Context: an optimization exercise on an open-source flow, tuned for small area and a short achievable clock period. The choices shown serve that exercise and are no tape-out recipe.
Where RTL was checked, it was by simulation tests only, not by an equivalence proof against the original.
Power is estimated from default activity; no workload was simulated.

== T ==
Design wasm_ctrl_top, start of the top module:
module wasm_ctrl_top (
    input  logic                      clk,
    input  logic                      rst_n,
    input  logic [addr_w-1:0]         read_pointer,
    input  logic [window_bytes*8-1:0] window,
    output logic [7:0]                advance,
    output logic                      jump_en,
    output logic [addr_w-1:0]         jump_addr,
    output logic [11:0]               stack_ctrl,  
    output logic [31:0]               imm,
    output logic                      call_en,
    output logic [24:0]               call_frame,  
    output logic                      ret_en,
    output logic                      finish,
    output logic                      instr_error
);
    logic s_header, s_sec_head, s_skip;
    logic s_size_t, s_size_s, s_size_c, s_vec_t, s_vec_s, s_vec_c;
    logic s_par, s_res, s_code_len, s_code_decl, s_loc, s_run;
    logic s_leb;  
    logic                  finish_q;
    logic                  error_q;
    logic [func_idx_w-1:0] vec_cnt;
    logic [func_idx_w-1:0] vec_last;
    logic [func_idx_w-1:0] start_idx;
    logic [func_idx_w:0]   sig_hwm;    
    logic [addr_w-1:0]     body_end;
    logic [7:0]            decl_left;
    logic                  locals_done;  
    logic [7:0]            local_acc;
    logic [7:0] b0, b1;
    assign b0 = window[7:0];
    assign b1 = window[15:8];
    logic        c0, c01, c012, c0123;
    logic [2:0]  hd_cnt;      
    logic [2:0]  hd_cnt_p1;   
    logic [11:0] hd_val;
    assign c0    = window[7];
    assign c01   = c0 & window[15];
    assign c012  = c01 & window[23];
    assign c0123 = c012 & window[31];
    assign hd_cnt    = {c012, c0 & !c012, !c0 | (c01 & !c012) | c0123};
  ...
Settings: LEC_CHECK=0, CAP_MARGIN=20, CORE_MARGIN=2, CORE_UTILIZATION=60, CTS_BUF_LIST=sky130_fd_sc_hd__clkbuf_8, CTS_CLUSTER_DIAMETER=50, CTS_CLUSTER_SIZE=12, SETUP_SLACK_MARGIN=2.25, SLEW_MARGIN=20; clock period 8.0 ns.
standard.sh (not shown) runs the stock make flow with config.mk's settings and CLKGATE_MAP_FILE= SYNTH_SCRIPT=/design/flow/synth_recipe.tcl, a recipe that flattens the netlist after the stock synthesis.
==> flow/flow/run.sh <==
#!/bin/bash
set -euo pipefail
export BUFFER_PORTS_ARGS="-buffer_cell sky130_fd_sc_hd__buf_2"
bash standard.sh > standard_flow.log 2>&1
diff inputs: T => S
-- flow/design.v --
<<< T, line 316
    logic              ret_last;
    logic [addr_w-1:0] ret_sum, ret_addr;
    logic [3:0] ret_lo;
    logic [8:0] rp_hi_inc;
    assign ret_lo    = {1'b0, read_pointer[2:0]} + {1'b0, op_len};
    assign rp_hi_inc = read_pointer[11:3] + 9'd1;
    assign ret_sum   = {(rp_hi_inc & {9{ret_lo[3]}}) | (read_pointer[11:3] & {9{!ret_lo[3]}}),
                        ret_lo[2:0]};
    assign ret_addr = s_run ? ret_sum : '0;  
    return_stack u_ret (
>>> S, line 316
    logic              ret_last;
    logic [addr_w-1:0] ret_sum, ret_addr;
    assign ret_sum  = read_pointer + addr_w'(op_len);
    assign ret_addr = s_run ? ret_sum : '0;  
    return_stack u_ret (
Notes after the runs:
Number of buffers and inverters on the critical path on S is down relative to T. Summary of S over T: total routed wire length on the met1 layer went down by about 10%, achievable clock frequency rose 3.1 MHz, utilization decreased 0.26 points, filler cell count now sits lower, worst slack on hold paths saw a decrease. S — worst setup slack 0.11 ns higher, T as reference. Between T and S, critical path depth decreased. S vs. T: synthesized area lost about 0.33%; largest incremental delay on the critical path picked up an extra 0.08 ns. On number of global-route vias before repair: between S and T, it ends up higher for T. Sort S and T by layout overhead on the synthesized area desc -> top: T. Diff T -> S: top fanout value on the critical path +15, cell area -0.60%.


Another version of the RTL of wasm_ctrl_top (not shown whole).
Size in the first run: roughly 550 flip-flops, ~0.026 mm2 of cells after synthesis.
clock: 8.0 ns
lec_check: 0
cap_margin: 20
core_margin: 2
core_utilization: 40
slew_margin: 20
run.sh (not shown) runs the stock make flow with config.mk's settings and CLKGATE_MAP_FILE= SYNTH_SCRIPT=/design/flow/synth_recipe.tcl, a recipe that flattens the netlist after the stock synthesis.
Stock flow here: none of the scripts above is used.
Change:
--- a/flow/design.v
+++ b/flow/design.v
@@ -231,47 +231,41 @@
     logic [func_idx_w-1:0] vec_last;
     logic [func_idx_w-1:0] start_idx;
     logic [func_idx_w:0]   sig_hwm;    
     logic [addr_w-1:0]     body_end;
     logic [7:0]            decl_left;
     logic [7:0]            local_acc;
     logic [7:0] b0, b1;
     assign b0 = window[7:0];
     assign b1 = window[15:8];
-    logic        c0, c01, c012, c0123;
-    logic [2:0]  hd_cnt;      
-    logic [2:0]  hd_cnt_p1;   
+    logic       c0, c01, c012, c0123;
+    logic [2:0] hd_cnt;
     logic [11:0] hd_val;
     assign c0    = window[7];
     assign c01   = c0 & window[15];
     assign c012  = c01 & window[23];
     assign c0123 = c012 & window[31];
-    assign hd_cnt    = {c012, c0 & !c012, !c0 | (c01 & !c012) | c0123};
-    assign hd_cnt_p1 = {c01, !c01 | c0123, (c0 & !c01) | (c012 & !c0123)};
-    assign hd_val    = {c0 ? b1[4:0] : 5'd0, b0[6:0]};
+    assign hd_cnt = 3'd1 + {2'b00, c0} + {2'b00, c01} + {2'b00, c012} + {2'b00, c0123};
+    assign hd_val = {c0 ? b1[4:0] : 5'd0, b0[6:0]};
     logic       d1, d12, d123, d1234;
-    logic [2:0] op_len;      
+    logic [2:0] op_cnt;
     assign d1    = window[15];
     assign d12   = d1 & window[23];
     assign d123  = d12 & window[31];
     assign d1234 = d123 & window[39];
-    assign op_len = {d12, !d12 | d1234, (d1 & !d12) | (d123 & !d1234)};
+    assign op_cnt = 3'd1 + {2'b00, d1} + {2'b00, d12} + {2'b00, d123} + {2'b00, d1234};
     assign imm = {d1234 ? window[43:40] : 4'd0,
                   d123  ? window[38:32] : 7'd0,
                   d12   ? window[30:24] : 7'd0,
                   d1    ? window[22:16] : 7'd0,
                   window[14:8]};
-    logic [11:0] cnt12, csa_s, csa_k, leb_end;
-    assign cnt12   = {9'd0, hd_cnt};
-    assign csa_s   = read_pointer ^ hd_val ^ cnt12;
-    assign csa_k   = {(read_pointer[10:0] & hd_val[10:0]) | (read_pointer[10:0] & cnt12[10:0]) |
-                      (hd_val[10:0] & cnt12[10:0]), 1'b0};
-    assign leb_end = csa_s + csa_k;
+    logic [addr_w-1:0] leb_end;
+    assign leb_end = read_pointer + hd_val + addr_w'(hd_cnt);
     logic [7:0] opcode;
     assign opcode = b0;
     logic       op_is_call, op_is_end, op_is_unr, op_has_leb;
     wasm_pkg::stack_ctrl_t dec_ctrl;
     assign op_is_call = (opcode == op_call);
     assign op_is_end  = (opcode == op_end);
     assign op_is_unr  = (opcode == op_unreachable);
     opcode_decode u_dec (.opcode(opcode), .ctrl(dec_ctrl), .has_leb(op_has_leb));
     logic in_run, in_loc, in_skip, in_header, in_sec_head, in_par, in_res, in_leb;
@@ -306,35 +300,35 @@
         .rd_idx, .rd_data(sig_rd[0])
     );
     entry_table #(.width(20)) ent_tab (
         .clk, .wr_en(ent_we), .wr_idx(vec_cnt), .wr_data({read_pointer, local_acc}),
         .rd_idx, .rd_data(ent_rd)
     );
     logic [addr_w-1:0] ret_top;
     logic              ret_last;
     logic [addr_w-1:0] ret_addr;
-    assign ret_addr = in_run ? read_pointer + addr_w'(op_len) : '0;
+    assign ret_addr = in_run ? read_pointer + addr_w'({op_cnt} + 3'd1) : '0;
     return_stack u_ret (
         .clk, .rst_n, .push(call_en), .push_addr(ret_addr), .pop(ret_en),
         .top_addr(ret_top), .last_frame(ret_last)
     );
     logic launch, bypass;
     assign launch = in_loc & locals_done & vec_at_last;
     assign bypass = (start_idx == vec_cnt);
     always_comb begin
         advance = 8'd0;
         if (in_leb)                      advance = {5'd0, hd_cnt};
-        if (in_loc)                      advance = {5'd0, hd_cnt_p1};
+        if (in_loc)                      advance = {5'd0, hd_cnt} + 8'd1;
         if (in_sec_head)                 advance = 8'd1;
         if (in_header && window == wasm_magic_version) advance = 8'd8;
         if (in_par)                      advance = b1 + 8'd2;
         if (in_res)                      advance = b0 + 8'd1;
-        if (in_run)                      advance = op_has_leb ? {5'd0, op_len} : 8'd1;
+        if (in_run)                      advance = op_has_leb ? {5'd0, op_cnt} + 8'd1 : 8'd1;
     end
     assign jump_en = in_skip | (in_loc & locals_done) | (in_run & (op_is_call | (op_is_end & !ret_last)));
     assign call_en = launch | (in_run & op_is_call);
     assign ret_en  = in_run & op_is_end & !ret_last;
     logic [addr_w-1:0] ent_addr;
     assign ent_addr = ent_ok ? ent_rd[19:8] : '0;
     always_comb begin
         if (in_skip)                    jump_addr = leb_end;
         else if (in_loc && !vec_at_last) jump_addr = body_end;
Die area decreases slightly.
Synthesized area decreases slightly.
Global-route usage decreases by 0.28 points.
Wire length decreases by a few percent.
Design area hardly moves.
Worst setup slack gets worse by 0.33 ns.
Critical path depth increases by 3.
Register-to-register slack gets worse by 0.25 ns.
Utilization increases by 0.15 points.
For the first run of this note, only the layout was checked, not whether the RTL still works.


rev 12:
wasm_ctrl_top with an RTL version that a note above also has.
For scale: about 2400 cells after synthesis, roughly 170 I/O pins, roughly 26000 um^2 of cells after synthesis.
clock: 8.0 ns
lec_check: 0
abc_area: 1
cap_margin: 20
core_margin: 2
core_utilization: 60
cts_buf_list: sky130_fd_sc_hd__clkbuf_8
cts_cluster_diameter: 50
cts_cluster_size: 12
setup_slack_margin: 2.25
slew_margin: 20
standard.sh (not shown) runs the stock make flow with config.mk's settings and CLKGATE_MAP_FILE= SYNTH_SCRIPT=/design/flow/synth_recipe.tcl, a recipe that flattens the netlist after the stock synthesis.
Scripts as last shown in full above: flow/flow/run.sh
## Diff of input files: rev 13 against rev 12
--- a/flow/design.v
+++ b/flow/design.v
@@ -311,15 +311,20 @@
     entry_table #(.width(20)) ent_tab (
         .clk, .wr_en(s_loc & locals_done), .wr_idx(vec_cnt), .wr_data({read_pointer, local_acc}),
         .rd_idx, .rd_data(ent_rd)
     );
     logic [addr_w-1:0] ret_top;
     logic              ret_last;
     logic [addr_w-1:0] ret_sum, ret_addr;
-    assign ret_sum  = read_pointer + addr_w'(op_len);
+    logic [3:0] ret_lo;
+    logic [8:0] rp_hi_inc;
+    assign ret_lo    = {1'b0, read_pointer[2:0]} + {1'b0, op_len};
+    assign rp_hi_inc = read_pointer[11:3] + 9'd1;
+    assign ret_sum   = {(rp_hi_inc & {9{ret_lo[3]}}) | (read_pointer[11:3] & {9{!ret_lo[3]}}),
+                        ret_lo[2:0]};
     assign ret_addr = s_run ? ret_sum : '0;  
     return_stack u_ret (
         .clk, .rst_n, .push(call_en), .push_addr(ret_addr), .pop(ret_en),
         .top_addr(ret_top), .last_frame(ret_last)
     );
     logic launch, bypass;
     assign launch = s_loc & locals_done & vec_at_last;
## What came out
Rev 13 | status: complete | timing, DRC, antenna: pass. Per the comparison of rev 13 with rev 12, initial standard-cell utilization of the core up 0.59 points; data arrival time of the worst path up 0.02 ns; final worst slack down 0.025 ns; sum of routed wire length over all layers up about 0.36%. Rev 13 ended up with a higher sequential share of layout area than rev 12 did. Internal power (lower): rev 13. Synthesized cell count: rev 13 < rev 12. Changes observed in rev 13 relative to rev 12: number of library cell types mapped by synthesis shows a reduction of 2; global-route usage shows an increase of 0.35 points. Taking rev 12 as 1.0, rev 13 lands at 1.05 on clock buffer count.

==> static timing again, ports no longer ideal <==
Ports are ideal in the flow. The routed layouts listed here were re-timed in OpenROAD.
Step 1 sets driving cells, clkbuf_16 on the clock port and buf_2 on the other inputs (assumed; they add their load-dependent delay and slew).
Step 2, shift: input delay + t, output delay - t, t = (earliest + latest rising clock arrival at the registers) / 2. This alone moves slack from input paths to output paths.
Slacks: ideal ports / drivers / drivers and shift; pairs: ideal ports / drivers.
run	t, ns	slack for setup (ns)	clock arrival spread, ns
T	0.724	2.056 / 1.990 / 1.990	0.034 / 0.035
S	0.722	2.165 / 2.032 / 2.032	0.047 / 0.046
the first run of note 2	0.668	0.491 / 0.456 / 0.456	0.032 / 0.032
the second run of note 2	0.665	0.163 / 0.105 / 0.105	0.034 / 0.034
rev 12	0.712	2.352 / 2.294 / 2.294	0.035 / 0.035
rev 13	0.738	2.326 / 2.293 / 2.293	0.030 / 0.029
After both steps every run listed still meets setup and hold. For S, which loses most, drivers alone change the setup slack by -0.133 ns; drivers and shift together by -0.133 ns.
